Background: an optimization exercise with open tools, aiming at small area and a short achievable clock period. Do not read the settings as production practice. No functional check of the RTL was part of any run shown here. No activity file was given, so power comes from the tool's default toggle rates.

### flow/config.mk
export PLATFORM = sky130hd
export DESIGN_NAME = redundant_alu_core
export DESIGN_NICKNAME = redundant_alu_core
export VERILOG_FILES = /design/flow/design.v
export SDC_FILE = /design/flow/constraint.sdc
export NUM_CORES = 4
export LEC_CHECK = 0
export CAP_MARGIN = 20
export CORE_MARGIN = 2
export CORE_UTILIZATION = 40
export SLEW_MARGIN = 20
### flow/constraint.sdc
create_clock -name core_clock -period 8.0 [get_ports {clk}]
set_input_delay 1.6000 -clock core_clock [delete_from_list [all_inputs] [get_ports {clk}]]
set_output_delay 1.6000 -clock core_clock [all_outputs]
set_load 0.01 [all_outputs]
### flow/design.v
package alu_pkg;
  localparam int XLEN = 32;
  localparam int REG_COUNT = 32;
  typedef logic [XLEN-1:0] word_t;
  typedef logic [$clog2(REG_COUNT)-1:0] reg_addr_t;
  typedef logic [15:0] imm_t;
  typedef enum logic [2:0] {
    ALU_AND      = 3'b000,
    ALU_OR       = 3'b001,
    ALU_ADD      = 3'b010,
    ALU_SLTU_RAW = 3'b011,
    ALU_ANDN     = 3'b100,
    ALU_ORN      = 3'b101,
    ALU_SUB      = 3'b110,
    ALU_SLT      = 3'b111
  } alu_op_t;
endpackage
module reg_file (
  input  logic               clk,
  input  alu_pkg::reg_addr_t ra1,
  input  alu_pkg::reg_addr_t ra2,
  output alu_pkg::word_t     rd1,
  output alu_pkg::word_t     rd2,
  input  logic               wb_en,
  input  alu_pkg::reg_addr_t wb_addr,
  input  alu_pkg::word_t     wb_data
);
  alu_pkg::word_t regs [1:alu_pkg::REG_COUNT-1];
  for (genvar r = 1; r < alu_pkg::REG_COUNT; r++)
  begin : g_reg
    always_ff @(posedge clk)
    begin
      if (wb_en && (wb_addr == r))
      begin
        regs[r] <= wb_data;
      end
    end
  end
  always_comb
  begin
    rd1 = '0;
    rd2 = '0;
    for (int r = 1; r < alu_pkg::REG_COUNT; r++)
    begin
      rd1 = rd1 | (regs[r] & {alu_pkg::XLEN{ra1 == r}});
      rd2 = rd2 | (regs[r] & {alu_pkg::XLEN{ra2 == r}});
    end
  end
endmodule
module operand_fetch (
  input  logic               clk,
  input  logic               reset,
  input  logic               op_valid,
  input  logic               use_imm,
  input  logic               write_en,
  input  alu_pkg::alu_op_t   alu_op,
  input  alu_pkg::reg_addr_t wa,
  input  alu_pkg::imm_t      imm,
  input  alu_pkg::word_t     rd1,
  input  alu_pkg::word_t     rd2,
  output logic               ex_valid,
  output alu_pkg::word_t     ex_a,
  output alu_pkg::word_t     ex_b,
  output alu_pkg::alu_op_t   ex_alu_op,
  output alu_pkg::reg_addr_t ex_wa,
  output logic               ex_write_en
);
  alu_pkg::word_t imm_ext;
  assign imm_ext = {{(alu_pkg::XLEN - 16){imm[15]}}, imm};
  always_ff @(posedge clk or posedge reset)
  begin
    if (reset)
    begin
      ex_valid <= 1'b0;
    end
    else
    begin
      ex_valid <= op_valid;
    end
  end
  always_ff @(posedge clk)
  begin
    ex_a <= rd1;
    ex_b <= use_imm ? imm_ext : rd2;
    ex_alu_op <= alu_op;
    ex_wa <= wa;
    ex_write_en <= write_en;
  end
endmodule
module alu_lane (
  input  alu_pkg::word_t   a,
  input  alu_pkg::word_t   b,
  input  alu_pkg::alu_op_t alu_op,
  output alu_pkg::word_t   raw
);
  alu_pkg::word_t b_inv;
  alu_pkg::word_t sum;
  assign b_inv = alu_op[2] ? ~b : b;
  assign sum = a + b_inv + alu_pkg::word_t'(alu_op[2]);
  always_comb
  begin
    case (alu_op[1:0])
      2'b00: raw = a & b_inv;
      2'b01: raw = a | b_inv;
      2'b10: raw = sum;
      default: raw = {{(alu_pkg::XLEN - 1){1'b0}}, sum[alu_pkg::XLEN-1]};
    endcase
  end
endmodule
module lane_voter #(
  parameter int LANES = 5
) (
  input  logic                             clk,
  input  logic                             reset,
  input  logic                             ex_valid,
  input  logic [$clog2(LANES)-1:0]         fault_lane,
  input  alu_pkg::word_t                   fault_bits,
  input  alu_pkg::word_t                   raw,
  output alu_pkg::word_t                   result,
  output logic                             zero,
  output logic                             result_valid,
  output logic [LANES-1:0]                 lane_ok,
  output alu_pkg::word_t                   voted
);
  logic [LANES-1:0] fsel;
  logic [LANES-1:0] drop;
  logic e, n0, n1, n2, n3p, k1, k2;
  int unsigned n;
  always_comb
  begin
    n = 0;
    for (int i = 0; i < LANES; i++)
    begin
      fsel[i] = (fault_lane == i);
      n = n + lane_ok[i];
    end
    n0 = (n == 0);
    n1 = (n == 1);
    n2 = (n == 2);
    n3p = (n >= 3);
    e = |(fsel & lane_ok);
    k1 = e && n1;
    k2 = e && n2;
  end
  assign voted = n0 ? '0 : ((raw & ~(fault_bits & {alu_pkg::XLEN{k2}})) ^ (fault_bits & {alu_pkg::XLEN{k1}}));
  always_comb
  begin
    drop = '0;
    if (e && n3p && (fault_bits != '0))
    begin
      drop = fsel;
    end
    if (k2)
    begin
      drop = ({LANES{|(fault_bits & ~raw)}} & fsel) | ({LANES{|(fault_bits & raw)}} & ~fsel);
    end
  end
  always_ff @(posedge clk or posedge reset)
  begin
    if (reset)
    begin
      result_valid <= 1'b0;
      lane_ok <= '1;
    end
    else
    begin
      result_valid <= ex_valid;
      if (ex_valid)
      begin
        lane_ok <= lane_ok & ~drop;
      end
    end
  end
  always_ff @(posedge clk)
  begin
    result <= voted;
    zero <= (voted == '0);
  end
endmodule
module redundant_alu_core #(
  parameter int LANES = 5
) (
  input  logic                       clk,
  input  logic                       reset,
  input  logic                       op_valid,
  input  alu_pkg::alu_op_t           alu_op,
  input  alu_pkg::reg_addr_t         ra1,
  input  alu_pkg::reg_addr_t         ra2,
  input  alu_pkg::reg_addr_t         wa,
  input  logic                       write_en,
  input  logic                       use_imm,
  input  alu_pkg::imm_t              imm,
  input  logic [$clog2(LANES)-1:0]   fault_lane,
  input  alu_pkg::word_t             fault_bits,
  output logic                       result_valid,
  output alu_pkg::word_t             result,
  output logic                       zero,
  output logic [LANES-1:0]           lane_ok
);
  alu_pkg::word_t rd1;
  alu_pkg::word_t rd2;
  alu_pkg::word_t raw;
  alu_pkg::word_t voted;
  logic ex_valid;
  alu_pkg::word_t ex_a;
  alu_pkg::word_t ex_b;
  alu_pkg::alu_op_t ex_alu_op;
  alu_pkg::reg_addr_t ex_wa;
  logic ex_write_en;
  reg_file u_reg_file (
    .clk     (clk),
    .ra1     (ra1),
    .ra2     (ra2),
    .rd1     (rd1),
    .rd2     (rd2),
    .wb_en   (ex_valid && ex_write_en),
    .wb_addr (ex_wa),
    .wb_data (voted)
  );
  operand_fetch u_operand_fetch (
    .clk         (clk),
    .reset       (reset),
    .op_valid    (op_valid),
    .use_imm     (use_imm),
    .write_en    (write_en),
    .alu_op      (alu_op),
    .wa          (wa),
    .imm         (imm),
    .rd1         (rd1),
    .rd2         (rd2),
    .ex_valid    (ex_valid),
    .ex_a        (ex_a),
    .ex_b        (ex_b),
    .ex_alu_op   (ex_alu_op),
    .ex_wa       (ex_wa),
    .ex_write_en (ex_write_en)
  );
  alu_lane u_alu (
    .a      (ex_a),
    .b      (ex_b),
    .alu_op (ex_alu_op),
    .raw    (raw)
  );
  lane_voter #(
    .LANES (LANES)
  ) u_lane_voter (
    .clk          (clk),
    .reset        (reset),
    .ex_valid     (ex_valid),
    .fault_lane   (fault_lane),
    .fault_bits   (fault_bits),
    .raw          (raw),
    .result       (result),
    .zero         (zero),
    .result_valid (result_valid),
    .lane_ok      (lane_ok),
    .voted        (voted)
  );
endmodule
### flow/run.sh
#!/bin/bash
# synth_recipe.tcl (not shown) runs the flow's synth.tcl, then flattens the netlist and writes it again
# the make line also repeats each setting of config.mk as NAME=value (left out here)
make -C /OpenROAD-flow-scripts/flow DESIGN_CONFIG=/design/flow/config.mk WORK_HOME=/design/flow/orfs CLKGATE_MAP_FILE= SYNTH_SCRIPT=/design/flow/synth_recipe.tcl finish
==> flow_summary.yaml, run 1 <==
clocking:
  cts_made_buffers: 112
  clock_latency_ps: 740
  cts_tree: "yes"
  h-tree-depth: 3
  cts.clk_slew.worst_paths_ps: 60
  clock_sinks: 1105
  postCtsHoldBufs: 0
  cts_buffer_depth: 3
  post_cts_buffers: 0
  cts_root_buf: "clkbuf_16"
  cts_resized: 0
placed_design:
  gp_congestion: 1.022
  post-place-cells: 5410
  dpl_worst_slack_ps: 2171
  hpwl_um: 133900
  port_buffers: 112
global_route:
  gr-total-overflow: 0
  first_global_vias: 40148
  grt_usage: 0.3794
  grt_max_degree: 48
  antenna_found_initial: 6
  grt_pass1_wl_um: 332900
power_and_ir_drop:
  comb_power_share: 0.256
  finalPower_uw: 18500
  switchingPower_uw: 6119
  irDropWorstVdd_v: 0.0002522
  power.leakage_uw: 0.01874
  power.internal_uw: 12380
  power_frac_clock: 0.301
  p_per_area_nw_per_um2: 320.2
  seqPwrFrac: 0.443
  switching_share: 0.3308
floorplan:
  io_pins: 113
  initial_core_util: 0.4037
  die_x_um: 357.5
  die_h_um: 357.5
  rows: 129
  dieArea_um2: 127800
  coreArea_um2: 123800
final_layout:
  fill_cells: 10827
  ff_latch_area_um2: 32100
  multiInputGateArea_um2: 17180
  fin_nets: 4031
  drive_above_1_share: 0.1229
  area_delta_synth_final_pct: 15.58
  instances_no_fill: 5628
worst_setup_path:
  worstPathMaxFanout: 33
  cp.required_ps: 8630
  cp.arrival_ps: 6080
  startpoint_type: "register"
  r2r_cells: 15
  path_class: "reg2reg"
  cp-end-kind: "register"
  reg2reg_from: "u_operand_fetch.ex_alu_op[2]"
  critPathLaunch: "u_operand_fetch.ex_alu_op[2]"
sta:
  finalCritPeriodShare: 0.6803
  finalSetupViolations: 0
  rsz0062_at_grt: "no"
  period_needed_ps: 5443
  worstMarginPinSlew_ps: 1259
  fmax_ghz: 0.1837
  tns_ps: 0
  layout_setup_ws_ps: 2557
  drv_slew: 0
  clock_skew_ps: 47.60
  relSlewSlack: 0.1589
  hold_viol_final: 0
routing:
  first_pass_iters: 14
  vias_per_cell: 7.801
  wirelength_um: 250600
  wl_per_cell_um: 44.53
  drtAntennaViolNets: 0
  vias: 43902
  drtIter0Drc: 11514
  post-route-drc-count: 0
synth:
  synth.avg_cell_area_um2: 13.12
  syn-cell-area_um2: 49980
  syn-num-nets: 3953
  synthFlopType: "edfxtp_1"
  ys_types: 101
  syn_inst: 3810
  synth_edf_count: 992
  yosysWarnings: 5
  synth-async-reset-ratio: 0.006335
  synth-seq-cells: 1105
  yosysSeqAreaShare: 0.6421
status:
  status: "no timing/DRC/antenna violations"
hold_path:
  hp-class: "reg2reg"
  worstHoldPathCells: 2
  holdCritStartpoint: "u_lane_voter.lane_ok[1]"
run:
  maxCapViolCount: 0
final timing paths:
check | endpoint | slack, ps
setup reg to reg | u_lane_voter.zero | 2560
max in group asynchronous | u_lane_voter.lane_ok[4] | 6550
min in group asynchronous | u_operand_fetch.ex_valid | 1120
setup / recovery | u_lane_voter.zero | 2560
hold / removal | u_lane_voter.lane_ok[1] | 490
hold reg to reg | u_lane_voter.lane_ok[1] | 490
critical path: stages, from the launching register on:
cell	delay, ps
dfxtp_2	910
buf_4	370
xor2_1	210
inv_1	60
ha_1	530
nand2_1	210
nor2_1	480
a21o_1	280
nand2_1	110
o211ai_4	150
xor2_1	150
mux4_2	530
mux2_4	490
nor2_1	140
or4b_1	480
nor4_2	210
registers in the layout, summed over array words and instances, names as in the netlist:
name                         flops
u_operand_fetch.ex_alu_op        3
u_operand_fetch.ex_b            32
u_lane_voter.zero                1
u_reg_file.regs                992
u_lane_voter.result             32
u_operand_fetch.ex_wa            5
u_lane_voter.lane_ok             5
u_operand_fetch.ex_write_en      1
u_operand_fetch.ex_a            32
u_lane_voter.result_valid        1
u_operand_fetch.ex_valid         1
layer usage:
layer | GRT usage | vias up | wire, um
met2 | 0.5182 | 5342 | 97780
met4 | 0.2270 | 10 | 20490
met1 | 0.4802 | 21198 | 83610
met5 | 0.002593 | - | 125
li1 | - | 15906 | -
met3 | 0.1876 | 1446 | 48640
cells by family (layout without fill, tap and decap cells):
kind of cell               Yosys count  in the layout  synth area share
adders and majority gates           70             70           0.01792
xor gates and xnor gates            54             54          0.009463
buffers and inverters              391            568           0.03034
AOI/OAI and AO/OA                 1356           1356            0.2102
muxes                               29             29          0.007084
other                                0              4                 0
and+or+nand+nor                    805            805           0.08294
DFF                               1105           1105            0.6421
cell type report:
class	instances	share of cell area
Tap cell	1637	0.03546
Clock buffer	160	0.05573
Timing Repair Buffer	238	0.03656
Sequential cell	1105	0.5556
Inverter	117	0.007603
Clock inverter	53	0.01150
Multi-Input combinational cell	2314	0.2973
Antenna cell	4	0.0001733
stage by stage:
| stage | hold slack (ps) | utilization | instance area (um^2) |
|---|---|---|---|
| 2_1_floorplan | 405.2 | - | 49980 |
| 6_report | 488.9 | 0.4666 | 57770 |
| 3_5_place_dp | 476.1 | 0.4349 | 53840 |
| 3_3_place_gp | 477.1 | 0.4345 | 53790 |
| 5_1_grt | 503.1 | 0.4665 | 57760 |
| 4_1_cts | 490.3 | 0.4662 | 57720 |
layout by cell type (no fill, tap or decap), types with 103 or more instances in the layout:
cell type / netlist / routed
clkdlybuf4s50_1: 0 / 111
nand4_1: 133 / 133
clkbuf_16: 0 / 117
a221oi_1: 233 / 233
buf_4: 3 / 122
edfxtp_1: 992 / 992
inv_1: 117 / 117
dfxtp_1: 106 / 103
nand2_1: 135 / 135
nand3_1: 139 / 139
a21oi_1: 136 / 135
a22oi_1: 476 / 476
a22o_1: 234 / 233
power groups by stage:
stage | sequential (uW) | clock [uW] | combinational [uW]
2_1_floorplan | 8220 | 0 | 2580
3_3_place_gp | 8310 | 0 | 4380
4_1_cts | 8180 | 5550 | 4470
5_1_grt | 8200 | 5780 | 4940
3_5_place_dp | 8300 | 0 | 4460
6_report | 8190 | 5570 | 4730
cells in the mapped netlist, drive strengths merged (8+ instances only):
cell type,count,area share
o21a,11,0.0017
or4,23,0.0035
nor3b,9,0.0015
a222oi,34,0.0068
xor2,40,0.0070
nand3,139,0.014
inv,117,0.0088
o211ai,12,0.0023
o21ai,81,0.0083
nand4b,8,0.0014
a22o,234,0.041
ha,66,0.017
buf,44,0.0043
o2111ai,8,0.0014
and2,9,0.0012
mux2i,9,0.0021
clkbuf,230,0.017
nand3b,8,0.0012
edfxtp,992,0.60
dfxtp,106,0.042
nand4,133,0.017
or3,26,0.0033
nand2,135,0.010
xnor2,14,0.0025
nor2,184,0.014
nand2b,17,0.0021
a221oi,234,0.041
a22oi,477,0.072
a21oi,147,0.016
nor3,54,0.0056
nor2b,8,0.0010
a31oi,14,0.0019
a211oi,19,0.0037
mux2,18,0.0041
nor4,23,0.0030
o22ai,13,0.0018
a21o,11,0.0017
==> run 2: changes to the inputs <==
--- a/flow/design.v
+++ b/flow/design.v
@@ -67,5 +67,7 @@
 );
   alu_pkg::word_t imm_ext;
+  alu_pkg::word_t b_sel;
   assign imm_ext = {{(alu_pkg::XLEN - 16){imm[15]}}, imm};
+  assign b_sel = use_imm ? imm_ext : rd2;
   always_ff @(posedge clk or posedge reset)
   begin
@@ -82,5 +84,5 @@
   begin
     ex_a <= rd1;
-    ex_b <= use_imm ? imm_ext : rd2;
+    ex_b <= alu_op[2] ? ~b_sel : b_sel;
     ex_alu_op <= alu_op;
     ex_wa <= wa;
@@ -90,17 +92,15 @@
 module alu_lane (
   input  alu_pkg::word_t   a,
-  input  alu_pkg::word_t   b,
+  input  alu_pkg::word_t   b,         
   input  alu_pkg::alu_op_t alu_op,
   output alu_pkg::word_t   raw
 );
-  alu_pkg::word_t b_inv;
   alu_pkg::word_t sum;
-  assign b_inv = alu_op[2] ? ~b : b;
-  assign sum = a + b_inv + alu_pkg::word_t'(alu_op[2]);
+  assign sum = a + b + alu_pkg::word_t'(alu_op[2]);
   always_comb
   begin
     case (alu_op[1:0])
-      2'b00: raw = a & b_inv;
-      2'b01: raw = a | b_inv;
+      2'b00: raw = a & b;
+      2'b01: raw = a | b;
       2'b10: raw = sum;
       default: raw = {{(alu_pkg::XLEN - 1){1'b0}}, sum[alu_pkg::XLEN-1]};
--- a/flow/config.mk
+++ b/flow/config.mk
@@ -6,4 +6,5 @@
 export NUM_CORES = 4
 export LEC_CHECK = 0
+export ABC_CLOCK_PERIOD_IN_PS = 3000
 export CAP_MARGIN = 20
 export CORE_MARGIN = 2
==> flow_summary.yaml, run 2 <==
synth:
  ys_types: 98
  synth_area_leaders: "edfxtp_1 (60%), a22oi_1 (6.9%), dfxtp_1 (4.2%), a221oi_1 (4.2%), a22o_1 (4.2%)"
  yosysSeqAreaShare: 0.6414
  synth_top_area_cell: "edfxtp_1"
  synth-async-reset-ratio: 0.006335
  synth_top_area_frac: 0.5954
  syn-cell-area_um2: 50030
  synthTopCellsByCount: "edfxtp_1 (992), a22oi_1 (463), a221oi_1 (242), a22o_1 (240), clkbuf_1 (230)"
  synth_edf_count: 992
  synthFlopType: "edfxtp_1"
  synth-seq-cells: 1105
  yosysMostFrequentCell: "edfxtp_1"
  yosysWarnings: 5
  syn-num-nets: 3942
  syn_inst: 3798
  synth.avg_cell_area_um2: 13.17
power_and_ir_drop:
  seqPwrFrac: 0.444
  finalPower_uw: 18850
  switchingPower_uw: 6363
  p_per_area_nw_per_um2: 325.8
  power.internal_uw: 12480
  power.leakage_uw: 0.01873
  comb_power_share: 0.270
  power_frac_clock: 0.286
  switching_share: 0.3376
  irDropWorstVdd_v: 0.0003844
sta:
  period_needed_ps: 5685
  rsz0062_at_grt: "no"
  tns_ps: 0
  drv_slew: 0
  finalCritPeriodShare: 0.7106
  relSlewSlack: 0.1200
  worstMarginPinSlew_ps: 1317
  fmax_ghz: 0.1759
  finalSetupViolations: 0
  clock_skew_ps: 34.90
  hold_viol_final: 0
clocking:
  cts_buffer_depth: 3
  h-tree-depth: 3
  postCtsHoldBufs: 0
  post_cts_buffers: 0
  cts.clk_slew.worst_paths_ps: 60
  cts_root_buf: "clkbuf_16"
  cts_tree: "yes"
  clock_sinks: 1105
  clock_latency_ps: 730
  cts_made_buffers: 111
  cts_resized: 0
run:
  maxCapViolCount: 0
final_layout:
  final_common_cell: "edfxtp_1"
  finish.instance_area_um2: 57840
  largest_register_ffs: 992
  fin_util: 0.4666
  multiInputGateArea_um2: 17300
  fin_nets: 4043
  ff_latch_area_um2: 32090
  fill_cells: 10995
  largest_register: "u_reg_file.regs"
  most-common-layout-cells: "edfxtp_1 (992), a22oi_1 (463), a221oi_1 (242)"
  instances_no_fill: 5640
  area_delta_synth_final_pct: 15.61
  drive_above_1_share: 0.1224
hold_path:
  hp-class: "reg2reg"
status:
  status: "no timing/DRC/antenna violations"
routing:
  drtAntennaViolNets: 0
  first_pass_iters: 10
  wirelength_um: 258100
  vias_per_cell: 7.842
  vias: 44227
  wl_per_cell_um: 45.76
  drtIter0Drc: 10668
  post-route-drc-count: 0
worst_setup_path:
  cp.arrival_ps: 6340
  critical_path.top_delay_family: "simple AND/OR/NAND/NOR gates"
  worstPathMaxFanout: 33
  critical-path-max-stage-delay_ps: 640
  startpoint_type: "primary input"
  path_buf_inv: 2
  crit_path_top_delay_cell: "or4_1"
  cp.required_ps: 8650
  crit_chain: "clkdlybuf4s50_1 > nor2b_1 > nor2b_1 > or2_1 > buf_4 > nand2_1 > a21oi_1 > a21oi_1 > a41o_1 > or4_1 > nor4_1 > nor3b_2 > and3_1"
  cp-end-kind: "register"
  path_class: "in2reg"
global_route:
  first_global_vias: 40658
  grt_pass1_wl_um: 342000
  grt_max_degree: 48
  gr-total-overflow: 0
  grt_usage: 0.3913
  antenna_found_initial: 12
placed_design:
  hpwl_um: 145300
  gp_congestion: 1.003
  port_buffers: 112
  post-place-cells: 5421
  place_area_um2: 54060
floorplan:
  rows: 129
  die_h_um: 357.7
  die_x_um: 357.7
  io_pins: 113
  dieArea_um2: 127900
  coreArea_um2: 124000
  initial_core_util: 0.4036
==> run 2: final timing paths <==
kind	startpoint	end	slack (ps)	cells past startpoint
worst max-delay path	fault_lane[0]	u_lane_voter.zero	2310	13
worst min-delay path	u_lane_voter.lane_ok[0]	u_lane_voter.lane_ok[0]	480	2
max in group asynchronous	reset	u_lane_voter.lane_ok[3]	6620	2
worst max register to register	u_operand_fetch.ex_a[17]	u_lane_voter.zero	2650	13
worst min register to register	u_lane_voter.lane_ok[0]	u_lane_voter.lane_ok[0]	480	2
min in group asynchronous	reset	u_lane_voter.result_valid	1110	2
==> run 2: cell families after synthesis <==
logic type                 after synthesis  share of synthesized area
AOI/OAI and AO/OA                     1370                     0.2139
DFF                                   1105                     0.6414
and+or+nand+nor                        801                    0.08220
buffers and inverters                  371                    0.02909
adders and majority gates               71                    0.01831
xor gates and xnor gates                53                   0.009278
muxes                                   27                   0.005752
==> run 2: through the flow <==
stage	hold slack [ps]	worst slack (ps)
6_report	484.6	2315
5_1_grt	503.3	2023
4_1_cts	484.5	2391
3_5_place_dp	475.4	1666
3_3_place_gp	467.9	1559
2_1_floorplan	398.5	3204
==> run 2: area by class of cell <==
class | instances | share of cell area
inverter | 101 | 0.006554
tap | 1637 | 0.03541
timing repair buffer | 258 | 0.03950
clock buffer | 153 | 0.05425
clock inverter | 55 | 0.009864
sequential | 1105 | 0.5549
antenna | 9 | 0.0003894
multi-input combinational | 2322 | 0.2992
==> run 2: worst min-delay path: stages, from the launching register on <==
cell	delay [ps]
dfstp_2	390
inv_1	60
a211oi_2	30
==> run 2: power groups by stage <==
stage / Clock (uW) / Combinational [uW] / Sequential [uW]
2_1_floorplan: 0 / 2700 / 8390
3_3_place_gp: 0 / 4770 / 8480
3_5_place_dp: 0 / 4810 / 8480
4_1_cts: 5360 / 4810 / 8360
5_1_grt: 5560 / 5350 / 8370
6_report: 5380 / 5100 / 8370
==> run 2: per-layer routing <==
layer | up-vias | routed length, um | GRT usage
met5 | - | 63 | 0.002222
met4 | 6 | 22970 | 0.2620
met3 | 1536 | 47500 | 0.1760
met2 | 5390 | 101400 | 0.5391
met1 | 21275 | 86110 | 0.4921
li1 | 16020 | - | -
==> run 3: changes to the inputs <==
--- a/flow/config.mk
+++ b/flow/config.mk
@@ -10,3 +10,5 @@
 export CORE_MARGIN = 2
 export CORE_UTILIZATION = 40
+export SETUP_SLACK_MARGIN = 4.5
 export SLEW_MARGIN = 20
+export TNS_END_PERCENT = 10
==> flow_summary.yaml, run 3 <==
status:
  status: "no timing/DRC/antenna violations"
placed_design:
  gp_congestion: 1.020
  port_buffers: 112
  hpwl_um: 136400
routing:
  wirelength_um: 272700
  post-route-drc-count: 0
  vias_per_cell: 8.011
  drtAntennaViolNets: 0
  vias: 46686
  wl_per_cell_um: 46.79
  first_pass_iters: 12
  drtIter0Drc: 12657
synth:
  synthFlopType: "edfxtp_1"
  syn_inst: 3798
  yosysSeqAreaShare: 0.6414
  synthMuxAreaShare: 0.005752
  synth-seq-cells: 1105
  synth_area_leaders: "edfxtp_1 (60%), a22oi_1 (6.9%), dfxtp_1 (4.2%), a221oi_1 (4.2%), a22o_1 (4.2%)"
  synthAdderAreaFrac: 0.01831
  syn-num-nets: 3942
  synth_top_area_frac: 0.5954
  synth_compound_gate_area_share: 0.2139
  synthTopCellsByCount: "edfxtp_1 (992), a22oi_1 (463), a221oi_1 (242), a22o_1 (240), clkbuf_1 (230)"
  yosysMostFrequentCell: "edfxtp_1"
  synth_xor_area_frac: 0.009278
  yosysWarnings: 5
  ys_types: 98
  synthSimpleGateAreaFrac: 0.08220
  synth.avg_cell_area_um2: 13.17
  synth_edf_count: 992
  synth_top_area_cell: "edfxtp_1"
  synth_top_family_by_area: "compound AO/OA/AOI/OAI gates"
  syn-cell-area_um2: 50030
  synth-async-reset-ratio: 0.006335
worst_setup_path:
  cp.arrival_ps: 4970
  startpoint_type: "register"
  r2r_cells: 17
  cp.required_ps: 8700
  timing.rr.end: "u_lane_voter.zero"
  path_class: "reg2reg"
  ff2ff_setup_slack_ps: 3730
  reg2reg_from: "u_lane_voter.lane_ok[0]"
  worstPathMaxFanout: 13
  cp-end-kind: "register"
power_and_ir_drop:
  switching_share: 0.3651
  seqPwrFrac: 0.384
  finalPower_uw: 21680
  irDropWorstVdd_v: 0.0003801
  switchingPower_uw: 7916
  p_per_area_nw_per_um2: 352.8
  comb_power_share: 0.357
  power.leakage_uw: 0.02020
  power.internal_uw: 13760
  power_frac_clock: 0.259
sta:
  hold_viol_final: 0
  finalSetupViolations: 0
  worstMarginPinSlew_ps: 1221
  drv_slew: 0
  period_needed_ps: 4269
  rsz0062_at_grt: "yes"
  tns_ps: 0
  fin_worst_hold_slack_ps: 543.7
  finalCritPeriodShare: 0.5337
  relSlewSlack: 0.1858
  clock_skew_ps: 57.84
  fmax_ghz: 0.2342
run:
  maxCapViolCount: 0
final_layout:
  drive_above_1_share: 0.2082
  largest_register_ffs: 992
  fin_nets: 4215
  area_delta_synth_final_pct: 22.84
  largest_register: "u_reg_file.regs"
  final_common_cell: "edfxtp_1"
  fill_cells: 10583
  most-common-layout-cells: "edfxtp_1 (992), a22oi_1 (462), a22o_1 (240), a221oi_1 (240), buf_4 (222)"
clocking:
  cts_tree: "yes"
  postCtsHoldBufs: 0
  h-tree-depth: 3
  cts.clk_slew.worst_paths_ps: 70
  cts_root_buf: "clkbuf_16"
  clock_latency_ps: 760
  clock_sinks: 1105
  cts_made_buffers: 111
  cts_buffer_depth: 3
global_route:
  grt_pass1_wl_um: 356700
  grt_usage: 0.4093
  antenna_found_initial: 24
  first_global_vias: 42381
  gr-total-overflow: 0
  grt_max_degree: 68
floorplan:
  coreArea_um2: 124000
  die_h_um: 357.7
  dieArea_um2: 127900
  die_x_um: 357.7
  initial_core_util: 0.4036
  rows: 129
  io_pins: 113
hold_path:
  holdPathEnd: "u_lane_voter.lane_ok[4]"
  holdCritStartpoint: "u_lane_voter.lane_ok[4]"
  worstHoldPathCells: 2
  hp-class: "reg2reg"
[run 3: cell counts after synthesis]
Identical to the previous run, type by type.
[run 3: metal layers]
metal	global-route usage	wire [um]	vias up
li1	-	-	16430
met1	0.4946	87440	22492
met2	0.5477	104200	5963
met3	0.2302	54690	1761
met4	0.2746	25600	40
met5	0.04185	777	-
[run 3: repair_timing]
| action | 4_1_cts | 5_1_grt |
|---|---|---|
| gates resized for setup | 187 | 206 |
| gates cloned | 21 | 5 |
| pin swaps | 68 | 54 |
| setup buffers | 117 | 55 |
| endpoints found under the setup margin | 1096 | 1073 |
[run 3: worst max-delay path, stage by stage (launching register included)]
cell	delay [ps]
dfstp_2	570
ha_4	130
inv_2	30
fa_1	510
inv_2	60
ha_4	160
fa_2	560
buf_12	130
clkinvlp_4	120
buf_12	150
nand3_4	90
buf_8	170
nor2_1	100
mux2_4	290
or4_1	520
nor4_2	260
nor3b_2	200
and3_1	170
[run 3: power by group through the flow]
stage          logic, uW  registers (uW)  clock network (uW)
2_1_floorplan       2990            8350                   0
3_3_place_gp        4870            8450                   0
3_5_place_dp        4940            8450                   0
4_1_cts             6590            8300                5580
5_1_grt             7790            8330                5800
6_report            7740            8330                5620
[run 3: metrics by stage]
step                      worst slack, ps  area (um^2)  std cells    util
after floorplan                      4001        50340       3798       -
after global placement               2147        53990       5395  0.4356
after detailed placement             2155        54030       5397  0.4359
after CTS                            3734        59990       5746  0.4839
after global routing                 3615        61400       5806  0.4953
final                                3731        61460       5828  0.4958
[run 3: layout make-up]
cell class,count,area [um^2],area share
Sequential cell,1105,32130,0.5228
Inverter,101,390.4,0.006352
Tap cell,1637,2048,0.03333
Antenna cell,22,55.05,0.0008958
Multi-Input combinational cell,2344,18950,0.3083
Clock buffer,145,3152,0.05129
Clock inverter,66,723.2,0.01177
Timing Repair Buffer,408,4008,0.06521
[run 3: worst max path at each step]
| stage | from | to | cells past startpoint |
|---|---|---|---|
| after floorplan | fault_lane[1] | u_lane_voter.zero | 13 |
| after CTS | u_operand_fetch.ex_b[0] | u_lane_voter.zero | 15 |
| after detailed placement | fault_lane[0] | u_lane_voter.zero | 12 |
| after global placement | fault_lane[0] | u_lane_voter.zero | 12 |
| after global routing | u_lane_voter.lane_ok[0] | u_lane_voter.lane_ok[0] | 20 |
| final | u_lane_voter.lane_ok[0] | u_lane_voter.zero | 17 |
[run 3: cell families (layout without fill, tap and decap cells)]
kind of cell	Yosys count	in the layout
AO/OA/AOI/OAI	1370	1376
flip-flops	1105	1105
AND/OR/NAND/NOR	801	807
buffers and inverters	371	720
adder cells (fa/ha/maj)	71	71
XOR/XNOR	53	53
multiplexers	27	37
other	0	22
==> run 4: changes to the inputs <==
--- a/flow/design.v
+++ b/flow/design.v
@@ -96,6 +96,29 @@
   output alu_pkg::word_t   raw
 );
+  localparam int N = alu_pkg::XLEN + 1;
   alu_pkg::word_t sum;
-  assign sum = a + b + alu_pkg::word_t'(alu_op[2]);
+  alu_pkg::word_t p;
+  logic [N-1:0] gg [0:$clog2(N)];
+  logic [N-1:0] pp [0:$clog2(N)];
+  assign p = a ^ b;
+  assign gg[0] = {a & b, alu_op[2]};
+  assign pp[0] = {p, 1'b0};
+  for (genvar l = 0; l < $clog2(N); l++)
+  begin : g_level
+    for (genvar i = 0; i < N; i++)
+    begin : g_bit
+      if (i >= (1 << l))
+      begin : g_merge
+        assign gg[l+1][i] = gg[l][i] | (pp[l][i] & gg[l][i - (1 << l)]);
+        assign pp[l+1][i] = pp[l][i] & pp[l][i - (1 << l)];
+      end
+      else
+      begin : g_pass
+        assign gg[l+1][i] = gg[l][i];
+        assign pp[l+1][i] = pp[l][i];
+      end
+    end
+  end
+  assign sum = p ^ gg[$clog2(N)][alu_pkg::XLEN-1:0];
   always_comb
   begin
@@ -125,23 +148,34 @@
   logic [LANES-1:0] fsel;
   logic [LANES-1:0] drop;
-  logic e, n0, n1, n2, n3p, k1, k2;
-  int unsigned n;
-  always_comb
-  begin
-    n = 0;
+  logic e, n0, n1, n2, n3p, ge2, ge3, k1, k2;
+  alu_pkg::word_t flip;
+  alu_pkg::word_t keep;
+  always_comb
+  begin
+    ge2 = 1'b0;
+    ge3 = 1'b0;
     for (int i = 0; i < LANES; i++)
     begin
       fsel[i] = (fault_lane == i);
-      n = n + lane_ok[i];
-    end
-    n0 = (n == 0);
-    n1 = (n == 1);
-    n2 = (n == 2);
-    n3p = (n >= 3);
+      for (int j = i + 1; j < LANES; j++)
+      begin
+        ge2 = ge2 | (lane_ok[i] & lane_ok[j]);
+        for (int k = j + 1; k < LANES; k++)
+        begin
+          ge3 = ge3 | (lane_ok[i] & lane_ok[j] & lane_ok[k]);
+        end
+      end
+    end
+    n0 = ~|lane_ok;
+    n1 = ~n0 & ~ge2;
+    n2 = ge2 & ~ge3;
+    n3p = ge3;
     e = |(fsel & lane_ok);
     k1 = e && n1;
     k2 = e && n2;
   end
-  assign voted = n0 ? '0 : ((raw & ~(fault_bits & {alu_pkg::XLEN{k2}})) ^ (fault_bits & {alu_pkg::XLEN{k1}}));
+  assign flip = fault_bits & {alu_pkg::XLEN{k1}};
+  assign keep = ~(fault_bits & {alu_pkg::XLEN{k2}}) & {alu_pkg::XLEN{~n0}};
+  assign voted = (raw & keep) ^ flip;
   always_comb
   begin
==> flow_summary.yaml, run 4 <==
status:
  status: "no timing/DRC/antenna violations"
final_layout:
  finish.instance_area_um2: 60860
  largest_register: "u_reg_file.regs"
  area_delta_synth_final_pct: 22.94
  fin_nets: 4114
  largest_register_ffs: 992
  final_common_cell: "edfxtp_1"
  instances_no_fill: 5715
  most-common-layout-cells: "edfxtp_1 (992), a22oi_1 (475), a221oi_1 (232)"
  drive_above_1_share: 0.2257
synth:
  synth-seq-cells: 1105
  yosysSeqAreaShare: 0.6483
  synth_area_leaders: "edfxtp_1 (60%), a22oi_1 (7.2%), dfxtp_1 (4.3%), a221oi_1 (4.1%), a22o_1 (4.1%)"
  syn-num-nets: 3839
  synth_edf_count: 992
  ys_types: 100
  synthTopCellsByCount: "edfxtp_1 (992), a22oi_1 (475), a221oi_1 (234), a22o_1 (233), clkbuf_1 (226)"
  synth.avg_cell_area_um2: 13.38
  yosysMostFrequentCell: "edfxtp_1"
  synth_top_area_frac: 0.6018
  syn-cell-area_um2: 49500
  syn_inst: 3700
  synth_top_area_cell: "edfxtp_1"
  synthFlopType: "edfxtp_1"
  synth-async-reset-ratio: 0.006335
  yosysWarnings: 7
routing:
  wl_per_cell_um: 45.58
  drtAntennaViolNets: 0
  drtIter0Drc: 11780
  first_pass_iters: 11
  post-route-drc-count: 0
  vias_per_cell: 7.783
  wirelength_um: 260500
  vias: 44482
power_and_ir_drop:
  switching_share: 0.3262
  comb_power_share: 0.257
  p_per_area_nw_per_um2: 288.4
  power.internal_uw: 11830
  switchingPower_uw: 5725
  power_frac_clock: 0.309
  irDropWorstVdd_v: 0.0002208
  power.leakage_uw: 0.02001
  seqPwrFrac: 0.434
worst_setup_path:
  cp.required_ps: 8630
  timing.rr.end: "u_lane_voter.lane_ok[4]"
  ff2ff_setup_slack_ps: 4150
  worstPathMaxFanout: 5
  startpoint_type: "register"
  cp-end-kind: "register"
  cp.arrival_ps: 4480
  reg2reg_from: "u_operand_fetch.ex_a[0]"
  r2r_cells: 14
  path_class: "reg2reg"
placed_design:
  dpl_worst_slack_ps: 2396
  gp_congestion: 0.9904
  hpwl_um: 132800
  port_buffers: 112
  place_area_um2: 53550
  post-place-cells: 5311
clocking:
  cts.clk_slew.worst_paths_ps: 60
  clock_latency_ps: 720
  cts_made_buffers: 112
  cts_root_buf: "clkbuf_16"
  postCtsHoldBufs: 0
  cts_tree: "yes"
  clock_sinks: 1105
  cts_buffer_depth: 3
  h-tree-depth: 3
global_route:
  grt_max_degree: 44
  grt_pass1_wl_um: 343000
  gr-total-overflow: 0
  first_global_vias: 40826
  grt_usage: 0.3946
  antenna_found_initial: 18
sta:
  finalSetupViolations: 0
  fin_worst_hold_slack_ps: 563.8
  rsz0062_at_grt: "yes"
  layout_setup_ws_ps: 4147
  period_needed_ps: 3853
  worstMarginPinSlew_ps: 1148
  tns_ps: 0
  clock_skew_ps: 25.86
  relSlewSlack: 0.2344
  drv_slew: 0
  hold_viol_final: 0
  fmax_ghz: 0.2595
  finalCritPeriodShare: 0.4817
floorplan:
  die_x_um: 355.8
  rows: 129
  io_pins: 113
  dieArea_um2: 126600
  die_h_um: 355.8
  initial_core_util: 0.4014
  coreArea_um2: 123300
run:
  maxCapViolCount: 0
hold_path:
  holdCritStartpoint: "u_lane_voter.lane_ok[4]"
  holdPathEnd: "u_lane_voter.lane_ok[4]"
  worstHoldPathCells: 2
  hp-class: "reg2reg"
-- run 4: power by group through the flow --
stage                     registers [uW]  logic [uW]  clock network, uW
after floorplan                     7630        1810                  0
after global placement              7740        3190                  0
after detailed placement            7740        3200                  0
after CTS                           7610        3940               5380
after global routing                7630        4570               5590
final                               7620        4510               5410
-- run 4: worst max path at each step --
stage / from / endpoint / slack (ps)
floorplan: fault_bits[11] / u_lane_voter.lane_ok[1] / 4180
global placement: fault_lane[0] / u_lane_voter.zero / 2260
detailed placement: fault_lane[0] / u_lane_voter.zero / 2400
CTS: ra1[0] / u_operand_fetch.ex_a[15] / 4200
global route: u_operand_fetch.ex_b[1] / u_lane_voter.zero / 4020
finish: u_operand_fetch.ex_a[0] / u_lane_voter.lane_ok[4] / 4150
-- run 4: cells by family after synthesis --
family | Yosys count | synth area share
mux | 15 | 0.003084
xor+xnor | 47 | 0.008316
flops | 1105 | 0.6483
compound gates | 1358 | 0.2174
fa+ha+maj | 65 | 0.01658
simple gates | 749 | 0.07826
buf+inv | 361 | 0.02808
-- run 4: per-stage QoR --
step / util / total power [uW]
after floorplan: - / 9442
after global placement: 0.4340 / 10930
after detailed placement: 0.4343 / 10940
after CTS: 0.4827 / 16920
after global routing: 0.4934 / 17780
final: 0.4935 / 17550
-- run 4: worst max-delay path, stage by stage, from the launching register on --
cell,delay (ps)
dfxtp_4,360
fa_2,490
a211oi_4,310
buf_6,140
o21a_4,140
nor3_4,60
o31ai_4,380
a2111oi_2,120
or3b_4,450
o2bb2ai_2,140
a2111o_1,420
nor3_4,250
buf_12,150
a21oi_1,80
a311oi_2,260
-- run 4: layer usage --
| layer | GRT usage | routed length (um) |
|---|---|---|
| met3 | 0.2080 | 51510 |
| met1 | 0.4914 | 85720 |
| met5 | 0.002264 | 281 |
| met2 | 0.5369 | 100800 |
| met4 | 0.2393 | 22210 |
-- run 4: repair_timing --
action                      CTS  global route
cloned                       14             6
pin swaps                    90            65
resized for setup           389           219
setup buffers                98            69
setup endpoints to repair  1097           598
-- run 4: final cells by class --
cell class,count,area [um^2]
diodes,6,15.01
clock buffers,154,3187
clock inverters,57,554.3
fillers,10609,62450
inverters,99,379.1
multi-input cells,2253,18720
flip-flops and latches,1105,32160
well taps,1637,2048
repair buffers,404,3796
==> run 5: changes to the inputs <==
--- a/flow/design.v
+++ b/flow/design.v
@@ -27,9 +27,13 @@
 );
   alu_pkg::word_t regs [1:alu_pkg::REG_COUNT-1];
+  logic [alu_pkg::REG_COUNT-1:1] pend;
+  logic byp1;
+  logic byp2;
   for (genvar r = 1; r < alu_pkg::REG_COUNT; r++)
   begin : g_reg
+    assign pend[r] = wb_en && (wb_addr == r);
     always_ff @(posedge clk)
     begin
-      if (wb_en && (wb_addr == r))
+      if (pend[r])
       begin
         regs[r] <= wb_data;
@@ -37,12 +41,14 @@
     end
   end
+  assign byp1 = wb_en && (ra1 == wb_addr);
+  assign byp2 = wb_en && (ra2 == wb_addr);
   always_comb
   begin
-    rd1 = '0;
-    rd2 = '0;
+    rd1 = wb_data & {alu_pkg::XLEN{byp1}};
+    rd2 = wb_data & {alu_pkg::XLEN{byp2}};
     for (int r = 1; r < alu_pkg::REG_COUNT; r++)
     begin
-      rd1 = rd1 | (regs[r] & {alu_pkg::XLEN{ra1 == r}});
-      rd2 = rd2 | (regs[r] & {alu_pkg::XLEN{ra2 == r}});
+      rd1 = rd1 | (regs[r] & {alu_pkg::XLEN{(ra1 == r) && !pend[r]}});
+      rd2 = rd2 | (regs[r] & {alu_pkg::XLEN{(ra2 == r) && !pend[r]}});
     end
   end
@@ -242,4 +248,6 @@
   alu_pkg::reg_addr_t ex_wa;
   logic ex_write_en;
+  logic wb_en;
+  alu_pkg::reg_addr_t wb_addr;
   reg_file u_reg_file (
     .clk     (clk),
@@ -248,8 +256,13 @@
     .rd1     (rd1),
     .rd2     (rd2),
-    .wb_en   (ex_valid && ex_write_en),
-    .wb_addr (ex_wa),
-    .wb_data (voted)
+    .wb_en   (wb_en),
+    .wb_addr (wb_addr),
+    .wb_data (result)
   );
+  always_ff @(posedge clk)
+  begin
+    wb_en <= ex_valid && ex_write_en && (ex_wa != '0);
+    wb_addr <= ex_wa;
+  end
   operand_fetch u_operand_fetch (
     .clk         (clk),
==> flow_summary.yaml, run 5 <==
sta:
  layout_setup_ws_ps: 4196
  period_needed_ps: 3804
  relSlewSlack: 0.2049
  clock_skew_ps: 83.01
  finalCritPeriodShare: 0.4755
  hold_viol_final: 0
  fmax_ghz: 0.2629
  worstMarginPinSlew_ps: 1193
  tns_ps: 0
  rsz0062_at_grt: "yes"
  drv_slew: 0
  finalSetupViolations: 0
synth:
  synth-seq-cells: 1111
  syn-num-nets: 3900
  synth_top_area_frac: 0.5955
  synth_area_leaders: "edfxtp_1 (60%), a22oi_1 (6.1%), a221oi_1 (4.8%), a22o_1 (4.8%), dfxtp_1 (4.5%)"
  synth-async-reset-ratio: 0.006301
  syn_inst: 3761
  syn-cell-area_um2: 50020
  yosysWarnings: 8
  ys_types: 91
  synth_edf_count: 992
  synthTopCellsByCount: "edfxtp_1 (992), a22oi_1 (408), a221oi_1 (275), a22o_1 (272), clkbuf_1 (243)"
  yosysMostFrequentCell: "edfxtp_1"
  yosysSeqAreaShare: 0.6439
  synth_top_area_cell: "edfxtp_1"
  synthFlopType: "edfxtp_1"
  synth.avg_cell_area_um2: 13.30
clocking:
  clock_latency_ps: 770
  postCtsHoldBufs: 0
  h-tree-depth: 3
  clock_sinks: 1111
  cts_buffer_depth: 3
  cts.clk_slew.worst_paths_ps: 70
  cts_tree: "yes"
  cts_made_buffers: 115
  cts_root_buf: "clkbuf_16"
routing:
  drtAntennaViolNets: 0
  vias: 44726
  wirelength_um: 256100
  first_pass_iters: 11
  post-route-drc-count: 0
  wl_per_cell_um: 44.74
  vias_per_cell: 7.814
  drtIter0Drc: 10901
worst_setup_path:
  cp-end-kind: "register"
  path_class: "reg2reg"
  r2r_cells: 13
  cp.arrival_ps: 4440
  worstPathMaxFanout: 5
  cp.required_ps: 8630
  startpoint_type: "register"
power_and_ir_drop:
  power_frac_clock: 0.422
  switching_share: 0.2604
  power.leakage_uw: 0.01893
  switchingPower_uw: 3709
  comb_power_share: 0.124
  irDropWorstVdd_v: 0.0002038
  seqPwrFrac: 0.454
  finalPower_uw: 14240
  power.internal_uw: 10530
  p_per_area_nw_per_um2: 233.5
placed_design:
  dpl_worst_slack_ps: 2496
  port_buffers: 112
  hpwl_um: 130800
  gp_congestion: 0.9511
final_layout:
  final_common_cell: "edfxtp_1"
  fin_util: 0.4920
  area_delta_synth_final_pct: 21.91
  drive_above_1_share: 0.1930
  most-common-layout-cells: "edfxtp_1 (992), a22oi_1 (406), a221oi_1 (274)"
  fin_nets: 4121
  fill_cells: 10540
  largest_register_ffs: 992
  largest_register: "u_reg_file.regs"
floorplan:
  dieArea_um2: 127900
  coreArea_um2: 124000
  io_pins: 113
  initial_core_util: 0.4036
  rows: 129
  die_x_um: 357.6
  die_h_um: 357.6
global_route:
  gr-total-overflow: 0
  first_global_vias: 41187
  grt_usage: 0.3832
  antenna_found_initial: 12
  grt_pass1_wl_um: 337500
  grt_max_degree: 43
hold_path:
  hp-class: "reg2reg"
  worstHoldPathCells: 0
run:
  maxCapViolCount: 0
status:
  status: "no timing/DRC/antenna violations"
[run 5: worst max-delay path: stages (launching register included)]
cell and delay [ps]:
dfxtp_4 430, inv_2 60, ha_4 310, a21oi_4 80, o21ai_4 290, o21ai_4 110, o211a_4 300, o31a_1 330
a211oi_4 280, a211o_1 150, nand2_1 80, or4_1 530, or4_4 570, nor4_4 130
[run 5: logic make-up (layout without fill, tap and decap cells)]
| family | Yosys count | in the layout | share of synthesized area |
|---|---|---|---|
| AOI/OAI and AO/OA | 1374 | 1375 | 0.2188 |
| DFF | 1111 | 1111 | 0.6439 |
| and+or+nand+nor | 753 | 753 | 0.07799 |
| buffers and inverters | 384 | 705 | 0.02926 |
| adders and majority gates | 65 | 65 | 0.01641 |
| xor gates and xnor gates | 60 | 60 | 0.01050 |
| muxes | 14 | 14 | 0.003101 |
| other | 0 | 4 | 0 |
[run 5: per-stage QoR]
step	hold WS, ps	instance area, um^2	std cells
3_3_place_gp	337.9	54170	5383
3_5_place_dp	346.4	54170	5383
2_1_floorplan	323.0	50470	3761
5_1_grt	368.2	60970	5720
4_1_cts	365.7	60280	5694
6_report	329.8	60980	5724
[run 5: final timing paths]
kind,endpoint,from,slack (ps)
worst min register to register,wb_addr[3],u_operand_fetch.ex_wa[3],330
worst max-delay path,u_lane_voter.zero,u_operand_fetch.ex_b[9],4200
worst min-delay path,wb_addr[3],u_operand_fetch.ex_wa[3],330
min in group asynchronous,u_operand_fetch.ex_valid,reset,1120
max in group asynchronous,u_lane_voter.lane_ok[1],reset,6610
worst max register to register,u_lane_voter.zero,u_operand_fetch.ex_b[9],4200
[run 5: cell type report]
type,count,area [um^2],area share
well taps,1637,2048,0.03359
inverters,98,367.9,0.006032
multi-input cells,2267,18040,0.2958
clock inverters,78,1139,0.01867
diodes,4,10.01,0.0001641
clock buffers,140,3102,0.05086
flip-flops and latches,1111,32310,0.5297
repair buffers,389,3975,0.06518
[run 5: layer usage]
layer  vias to the layer above  GRT usage  wire, um
met4                        23     0.2284     21040
li1                      16283          -         -
met3                      1480     0.1868     48020
met5                         -          0       281
met2                      5270     0.5407    102500
met1                     21670     0.4728     84280
[run 5: power by group through the flow]
| stage | registers (uW) | clock network [uW] | logic, uW |
|---|---|---|---|
| 2_1_floorplan | 6460 | 0 | 951 |
| 3_3_place_gp | 6560 | 0 | 1420 |
| 3_5_place_dp | 6560 | 0 | 1420 |
| 4_1_cts | 6440 | 6000 | 1640 |
| 5_1_grt | 6460 | 6230 | 1830 |
| 6_report | 6470 | 6010 | 1760 |
[run 5: what timing repair did]
item,CTS,global route
gates resized for setup,341,115
pin swaps,69,31
setup endpoints to repair,128,105
setup buffers,90,17
gates cloned,3,9
==> run 6: changes to the inputs <==
--- a/flow/config.mk
+++ b/flow/config.mk
@@ -9,5 +9,5 @@
 export CAP_MARGIN = 20
 export CORE_MARGIN = 2
-export CORE_UTILIZATION = 40
+export CORE_UTILIZATION = 55
 export SETUP_SLACK_MARGIN = 4.5
 export SLEW_MARGIN = 20
==> flow_summary.yaml, run 6 <==
placed_design:
  gp_congestion: 1.077
  hpwl_um: 144600
  place_area_um2: 53790
  dpl_worst_slack_ps: 2590
  port_buffers: 112
  post-place-cells: 4942
sta:
  worstMarginPinSlew_ps: 1174
  finalCritPeriodShare: 0.4866
  rsz0062_at_grt: "yes"
  fmax_ghz: 0.2569
  relSlewSlack: 0.2172
  layout_setup_ws_ps: 4107
  tns_ps: 0
  drv_slew: 0
  finalSetupViolations: 0
  hold_viol_final: 0
  clock_skew_ps: 42.00
  period_needed_ps: 3893
synth:
  syn-num-nets: 3900
  synth.avg_cell_area_um2: 13.30
  synth_area_leaders: "edfxtp_1 (60%), a22oi_1 (6.1%), a221oi_1 (4.8%), a22o_1 (4.8%), dfxtp_1 (4.5%)"
  syn_inst: 3761
  yosysMostFrequentCell: "edfxtp_1"
  synthTopCellsByCount: "edfxtp_1 (992), a22oi_1 (408), a221oi_1 (275), a22o_1 (272), clkbuf_1 (243)"
  synth-async-reset-ratio: 0.006301
  yosysSeqAreaShare: 0.6439
  synth-seq-cells: 1111
  syn-cell-area_um2: 50020
  ys_types: 91
  synth_top_area_cell: "edfxtp_1"
  synthFlopType: "edfxtp_1"
  synth_top_area_frac: 0.5955
  synth_edf_count: 992
  yosysWarnings: 8
final_layout:
  finish.instance_area_um2: 60130
  most-common-layout-cells: "edfxtp_1 (992), a22oi_1 (406), a221oi_1 (273)"
  largest_register_ffs: 992
  final_common_cell: "edfxtp_1"
  largest_register: "u_reg_file.regs"
  instances_no_fill: 5273
  drive_above_1_share: 0.1941
  fill_cells: 6398
  fin_nets: 4132
  area_delta_synth_final_pct: 20.20
run:
  maxCapViolCount: 0
power_and_ir_drop:
  power.internal_uw: 10160
  seqPwrFrac: 0.466
  p_per_area_nw_per_um2: 230.7
  switching_share: 0.2680
  comb_power_share: 0.137
  power.leakage_uw: 0.01876
  finalPower_uw: 13870
  switchingPower_uw: 3719
  power_frac_clock: 0.397
  irDropWorstVdd_v: 0.0001965
worst_setup_path:
  reg2reg_from: "u_operand_fetch.ex_b[7]"
  r2r_cells: 12
  startpoint_type: "register"
  cp-end-kind: "register"
  timing.rr.end: "u_lane_voter.zero"
  worstPathMaxFanout: 7
  cp.required_ps: 8630
  cp.arrival_ps: 4520
  ff2ff_setup_slack_ps: 4110
  path_class: "reg2reg"
hold_path:
  hp-class: "reg2reg"
  holdCritStartpoint: "u_operand_fetch.ex_wa[3]"
  holdPathEnd: "wb_addr[3]"
  worstHoldPathCells: 0
status:
  status: "no timing/DRC/antenna violations"
clocking:
  h-tree-depth: 3
  clock_latency_ps: 750
  postCtsHoldBufs: 0
  cts_buffer_depth: 3
  cts_tree: "yes"
  cts_root_buf: "clkbuf_16"
  cts.clk_slew.worst_paths_ps: 60
  clock_sinks: 1111
  cts_made_buffers: 111
floorplan:
  die_x_um: 305.6
  io_pins: 113
  die_h_um: 305.6
  coreArea_um2: 90010
  rows: 110
  dieArea_um2: 93380
  initial_core_util: 0.5558
routing:
  first_pass_iters: 14
  vias: 46167
  drtAntennaViolNets: 0
  vias_per_cell: 8.755
  wl_per_cell_um: 49.28
  post-route-drc-count: 0
  drtIter0Drc: 12717
  wirelength_um: 259800
global_route:
  grt_pass1_wl_um: 348000
  gr-total-overflow: 0
  grt_usage: 0.5447
  first_global_vias: 42810
  antenna_found_initial: 13
  grt_max_degree: 49
run 6: cell count changes in the layout (fill, tap and decap cells not counted), sizes merged, moves of 3 or more:
| cell | delta |
|---|---|
| buf | +24 |
| bufinv | -8 |
| clkbuf | -11 |
| clkdlybuf4s15 | -3 |
| clkdlybuf4s50 | +4 |
| clkinvlp | -4 |
| dlygate4sd2 | -3 |
| inv | +3 |
run 6: power by group through the flow:
stage	Clock, uW	Sequential (uW)	Combinational [uW]
after floorplan	0	6460	951
after global placement	0	6560	1490
after detailed placement	0	6560	1490
after CTS	5450	6440	1730
after global routing	5680	6450	1950
final	5510	6460	1900
run 6: timing repair:
item	in CTS	in global routing
gates resized for setup	340	94
endpoints found under the hold margin	0	0
gates cloned	6	2
endpoints found under the setup margin	122	108
buffers inserted	76	30
pin swaps	81	46
run 6: worst max-delay path by stage:
stage / start / endpoint / slack [ps] / cells past startpoint
floorplan: fault_lane[1] / u_lane_voter.zero / 3930 / 10
global route: u_operand_fetch.ex_a[5] / u_lane_voter.zero / 4080 / 13
finish: u_operand_fetch.ex_b[7] / u_lane_voter.zero / 4110 / 12
detailed placement: ra2[0] / u_operand_fetch.ex_b[27] / 2590 / 12
global placement: ra2[1] / u_operand_fetch.ex_b[24] / 2630 / 11
CTS: ra1[0] / u_operand_fetch.ex_a[15] / 4220 / 9
run 6: per-stage QoR:
step	utilization	hold WS [ps]
after floorplan	-	323.0
after global placement	0.5975	336.9
after detailed placement	0.5976	342.4
after CTS	0.6610	352.9
after global routing	0.6678	365.0
final	0.6680	349.2
run 6: critical path, stage by stage, from the launching register on:
cell	delay [ps]
dfxtp_4	460
inv_1	100
ha_4	340
nand4_1	100
buf_4	170
or4b_4	640
nand2_8	150
mux2i_4	260
nand2_2	130
a32o_2	280
or4_4	470
or4_4	540
nor4_2	120
run 6: cells by family (layout without fill, tap and decap cells):
family,Yosys count,in the layout,share of synthesized area
flip-flops,1111,1111,0.6439
multiplexers,14,14,0.003101
buffers and inverters,384,712,0.02926
AO/OA/AOI/OAI,1374,1376,0.2188
AND/OR/NAND/NOR,753,753,0.07799
adder cells (fa/ha/maj),65,65,0.01641
XOR/XNOR,60,60,0.01050
other,0,6,0
run 6: per-layer routing:
| metal | global-route usage | vias up | wire [um] |
|---|---|---|---|
| met5 | 0.01860 | - | 640 |
| met4 | 0.3943 | 26 | 27790 |
| met3 | 0.3097 | 1962 | 51390 |
| met2 | 0.7199 | 6178 | 99090 |
| met1 | 0.6590 | 21714 | 80930 |
| li1 | - | 16287 | - |
run 6: layout make-up:
class | instances | area, um^2 | share of cell area
flip-flops and latches | 1111 | 32310 | 0.5373
multi-input cells | 2268 | 18340 | 0.3049
repair buffers | 403 | 3837 | 0.06382
clock buffers | 140 | 2948 | 0.04903
well taps | 1176 | 1471 | 0.02447
clock inverters | 71 | 839.6 | 0.01396
inverters | 98 | 375.4 | 0.006243
diodes | 6 | 15.01 | 0.0002497
==> run 7: changes to the inputs <==
--- a/flow/design.v
+++ b/flow/design.v
@@ -28,4 +28,8 @@
   alu_pkg::word_t regs [1:alu_pkg::REG_COUNT-1];
   logic [alu_pkg::REG_COUNT-1:1] pend;
+  logic [alu_pkg::REG_COUNT-1:1] sel1;
+  logic [alu_pkg::REG_COUNT-1:1] sel2;
+  logic [3:0] hi1, hi2;
+  logic [7:0] lo1, lo2;
   logic byp1;
   logic byp2;
@@ -41,4 +45,22 @@
     end
   end
+  always_comb
+  begin
+    for (int h = 0; h < 4; h++)
+    begin
+      hi1[h] = (ra1[4:3] == h);
+      hi2[h] = (ra2[4:3] == h);
+    end
+    for (int l = 0; l < 8; l++)
+    begin
+      lo1[l] = (ra1[2:0] == l);
+      lo2[l] = (ra2[2:0] == l);
+    end
+    for (int r = 1; r < alu_pkg::REG_COUNT; r++)
+    begin
+      sel1[r] = hi1[r / 8] & lo1[r % 8] & ~pend[r];
+      sel2[r] = hi2[r / 8] & lo2[r % 8] & ~pend[r];
+    end
+  end
   assign byp1 = wb_en && (ra1 == wb_addr);
   assign byp2 = wb_en && (ra2 == wb_addr);
@@ -49,6 +71,6 @@
     for (int r = 1; r < alu_pkg::REG_COUNT; r++)
     begin
-      rd1 = rd1 | (regs[r] & {alu_pkg::XLEN{(ra1 == r) && !pend[r]}});
-      rd2 = rd2 | (regs[r] & {alu_pkg::XLEN{(ra2 == r) && !pend[r]}});
+      rd1 = rd1 | (regs[r] & {alu_pkg::XLEN{sel1[r]}});
+      rd2 = rd2 | (regs[r] & {alu_pkg::XLEN{sel2[r]}});
     end
   end
==> flow/flow/run.sh (new file) <==
#!/bin/bash
# The standard layout, with plain buffers on the ports (instead of the
# delay cells buffer_ports picks on its own) and the resizer free to swap a
# cell for any cell of the same function, not just one of the same footprint.
set -euo pipefail
bash standard.sh MATCH_CELL_FOOTPRINT=0 "BUFFER_PORTS_ARGS=-buffer_cell sky130_fd_sc_hd__buf_2" finish > standard_make.log 2>&1
==> flow/standard.sh (new file) <==
#!/bin/bash
# synth_recipe.tcl (not shown) runs the flow's synth.tcl, then flattens the netlist and writes it again
# the make line also repeats each setting of config.mk as NAME=value (left out here)
make -C /OpenROAD-flow-scripts/flow DESIGN_CONFIG=/design/flow/config.mk WORK_HOME=/design/flow/orfs CLKGATE_MAP_FILE= SYNTH_SCRIPT=/design/flow/synth_recipe.tcl "${@:-finish}"
--- a/flow/config.mk
+++ b/flow/config.mk
@@ -9,6 +9,6 @@
 export CAP_MARGIN = 20
 export CORE_MARGIN = 2
-export CORE_UTILIZATION = 55
-export SETUP_SLACK_MARGIN = 4.5
+export CORE_UTILIZATION = 40
+export SETUP_SLACK_MARGIN = 5
 export SLEW_MARGIN = 20
 export TNS_END_PERCENT = 10
removed: flow/run.sh
==> flow_summary.yaml, run 7 <==
global_route:
  use_met1: 0.4811
  grt_use_met2: 0.5580
  grt_pass1_wl_um: 354400
  grt.busiest_layer: "met2"
  antenna_found_initial: 15
  first_global_vias: 42337
  grt_max_degree: 68
  use_met3: 0.2020
  grt_usage: 0.4046
  gr-total-overflow: 0
final_layout:
  fin_util: 0.4948
  area_delta_synth_final_pct: 23.19
  largest_register_ffs: 992
  instances_no_fill: 5892
  final_common_cell: "edfxtp_1"
  most-common-layout-cells: "edfxtp_1 (992), a22oi_1 (410), buf_4 (276)"
  finish.instance_area_um2: 61970
  fin_nets: 4258
  drive_above_1_share: 0.2470
  largest_register: "u_reg_file.regs"
sta:
  relSlewSlack: 0.1603
  tns_ps: 0
  drv_slew: 0
  finalSetupViolations: 0
  hold_viol_final: 0
  rsz0062_at_grt: "yes"
  period_needed_ps: 3986
  finalCritPeriodShare: 0.4983
  fmax_ghz: 0.2509
  clock_skew_ps: 50.21
  worstMarginPinSlew_ps: 1260
  fin_worst_hold_slack_ps: 348.8
clocking:
  cts_tree: "yes"
  cts_root_buf: "clkbuf_16"
  cts_buffer_depth: 3
  cts.clk_slew.worst_paths_ps: 70
  cts_made_buffers: 112
  clock_sinks: 1111
  h-tree-depth: 3
  clock_latency_ps: 780
synth:
  synth_top_area_cell: "edfxtp_1"
  syn-cell-area_um2: 50310
  syn_inst: 3788
  syn-num-nets: 3927
  synth-seq-cells: 1111
  synthFlopType: "edfxtp_1"
  synthTopCellsByCount: "edfxtp_1 (992), a22oi_1 (410), a221oi_1 (284), a22o_1 (273), clkbuf_1 (214)"
  synth_edf_count: 992
  synth_top_area_frac: 0.5921
  synth.avg_cell_area_um2: 13.28
  yosysMostFrequentCell: "edfxtp_1"
  synth_area_leaders: "edfxtp_1 (59%), a22oi_1 (6.1%), a221oi_1 (4.9%), a22o_1 (4.8%), dfxtp_1 (4.5%)"
  yosysWarnings: 8
  yosysSeqAreaShare: 0.6403
  synth-async-reset-ratio: 0.006301
  ys_types: 104
worst_setup_path:
  ff2ff_setup_slack_ps: 4010
  timing.rr.end: "u_lane_voter.zero"
  cp.arrival_ps: 4670
  r2r_cells: 13
  cp-end-kind: "register"
  crit_path_top_delay_cell: "or4_1"
  critPathLaunch: "u_operand_fetch.ex_b[20]"
  critical-path-max-stage-delay_ps: 500
  crit_path_end: "u_lane_voter.zero"
  crit_chain: "inv_1 > ha_4 > a21o_4 > a21o_4 > a311oi_4 > a21oi_4 > a21oi_2 > mux2i_2 > o21ai_2 > mux2_4 > or4_1 > or4_4 > nor4b_2"
  worstPathMaxFanout: 5
  path_class: "reg2reg"
  startpoint_type: "register"
  critPathMostFrequentCell: "a21o_4"
  cp.required_ps: 8680
  reg2reg_from: "u_operand_fetch.ex_b[20]"
power_and_ir_drop:
  power.internal_uw: 11390
  p_per_area_nw_per_um2: 267.1
  power.leakage_uw: 0.02064
  switchingPower_uw: 5163
  comb_power_share: 0.217
  switching_share: 0.3119
  seqPwrFrac: 0.446
  irDropWorstVdd_v: 0.0002026
  power_frac_clock: 0.338
routing:
  drtIter0Drc: 11857
  wirelength_um: 270700
  post-route-drc-count: 0
  wl_per_cell_um: 45.95
  vias_per_cell: 7.893
  drtAntennaViolNets: 0
  vias: 46505
  first_pass_iters: 22
run:
  maxCapViolCount: 0
status:
  status: "no timing/DRC/antenna violations"
placed_design:
  place_area_um2: 54210
  port_buffers: 112
  post-place-cells: 5453
  hpwl_um: 139900
  gp_congestion: 0.9767
floorplan:
  die_h_um: 358.6
  initial_core_util: 0.4017
  io_pins: 113
  die_x_um: 358.6
  dieArea_um2: 128600
  rows: 130
  coreArea_um2: 125200
hold_path:
  hp-class: "reg2reg"
## run 7: critical path, delay by kind of cell, from the launching register on
kind	cells	cell delay, ps
AND/OR/NAND/NOR	3	1150
adder cells (fa/ha/maj)	1	250
buffers and inverters	1	100
multiplexers	2	670
AO/OA/AOI/OAI	6	1310
flip-flops	1	430
## run 7: per-stage QoR
stage	setup slack (ps)	power, uW
2_1_floorplan	3902	9104
3_3_place_gp	2650	10400
3_5_place_dp	2670	10400
4_1_cts	4068	16170
5_1_grt	3928	16850
6_report	4014	16550
## run 7: kinds of logic after synthesis
group           count (synthesis)  share of synthesized area
compound gates               1389                     0.2217
flops                        1111                     0.6403
buf+inv                       378                    0.02945
xor+xnor                       65                    0.01132
simple gates                  764                    0.07747
mux                            16                   0.003432
fa+ha+maj                      65                    0.01632
## run 7: worst min path at each step
stage / from / end / cells past startpoint
floorplan: u_operand_fetch.ex_wa[3] / wb_addr[3] / 0
finish: u_operand_fetch.ex_wa[4] / wb_addr[4] / 0
detailed placement: u_operand_fetch.ex_wa[3] / wb_addr[3] / 0
global route: u_operand_fetch.ex_wa[4] / wb_addr[4] / 0
global placement: u_operand_fetch.ex_wa[3] / wb_addr[3] / 0
CTS: u_operand_fetch.ex_wa[3] / wb_addr[3] / 0
## run 7: timing repair
item,CTS,global route
cloned,17,3
hold endpoints to repair,0,0
hold buffers,0,0
pin swaps,71,56
resized for setup,392,113
setup buffers,126,56
endpoints found under the setup margin,132,118
## run 7: power groups by stage
stage / sequential [uW] / clock, uW / combinational (uW)
3_5_place_dp: 7470 / 0 / 2940
2_1_floorplan: 7680 / 0 / 1420
4_1_cts: 7350 / 5540 / 3270
6_report: 7380 / 5590 / 3590
5_1_grt: 7390 / 5760 / 3700
3_3_place_gp: 7460 / 0 / 2940
## run 7: area by class of cell
type | count | area (um^2)
diodes | 24 | 60.06
clock buffers | 145 | 3057
clock inverters | 68 | 794.5
fillers | 10653 | 63270
inverters | 100 | 385.4
multi-input cells | 2299 | 18670
flip-flops and latches | 1111 | 32310
well taps | 1650 | 2064
repair buffers | 495 | 4631
## run 7: routing by layer
| metal | up-vias | routed length (um) |
|---|---|---|
| met2 | 5855 | 106000 |
| met4 | 14 | 28130 |
| met3 | 1847 | 49990 |
| met1 | 22183 | 86380 |
| met5 | - | 246 |
| li1 | 16606 | - |

-- what the ideal ports hide --
No port has a modelled driver above. Below, the same layouts with a new extraction and two added sets of constraints.
Step 1 (the two cells are an assumption about what drives the block):
set clk [get_ports {clk}]
set_driving_cell -lib_cell sky130_fd_sc_hd__clkbuf_16 $clk
set_driving_cell -lib_cell sky130_fd_sc_hd__buf_2 [delete_from_list [all_inputs] $clk]
Step 2 also shifts input and output timing later by t, the mid clock arrival at the registers, as if the neighbouring blocks saw the same clock.
a / b / c = ideal ports / drivers / drivers and shift; a / b = the first two.
| run | t, ns | slack for setup (ns) | slew at the worst register clock pin (ns) |
|---|---|---|---|
| run 1 | 0.794 | 2.557 / 2.557 / 2.177 | 0.07 / 0.07 |
| run 2 | 0.782 | 2.315 / 2.364 / 1.582 | 0.07 / 0.07 |
| run 3 | 0.808 | 3.731 / 3.731 / 3.070 | 0.08 / 0.08 |
| run 4 | 0.784 | 4.147 / 4.147 / 3.425 | 0.07 / 0.07 |
| run 5 | 0.803 | 4.196 / 4.144 / 3.494 | 0.07 / 0.07 |
| run 6 | 0.799 | 4.107 / 4.097 / 3.383 | 0.08 / 0.08 |
| run 7 | 0.837 | 4.014 / 4.014 / 3.378 | 0.07 / 0.07 |
After both steps every run listed still meets setup and hold. The setup slack of run 2, which loses most, moves by +0.049 ns with the drivers and by -0.733 ns with both steps.
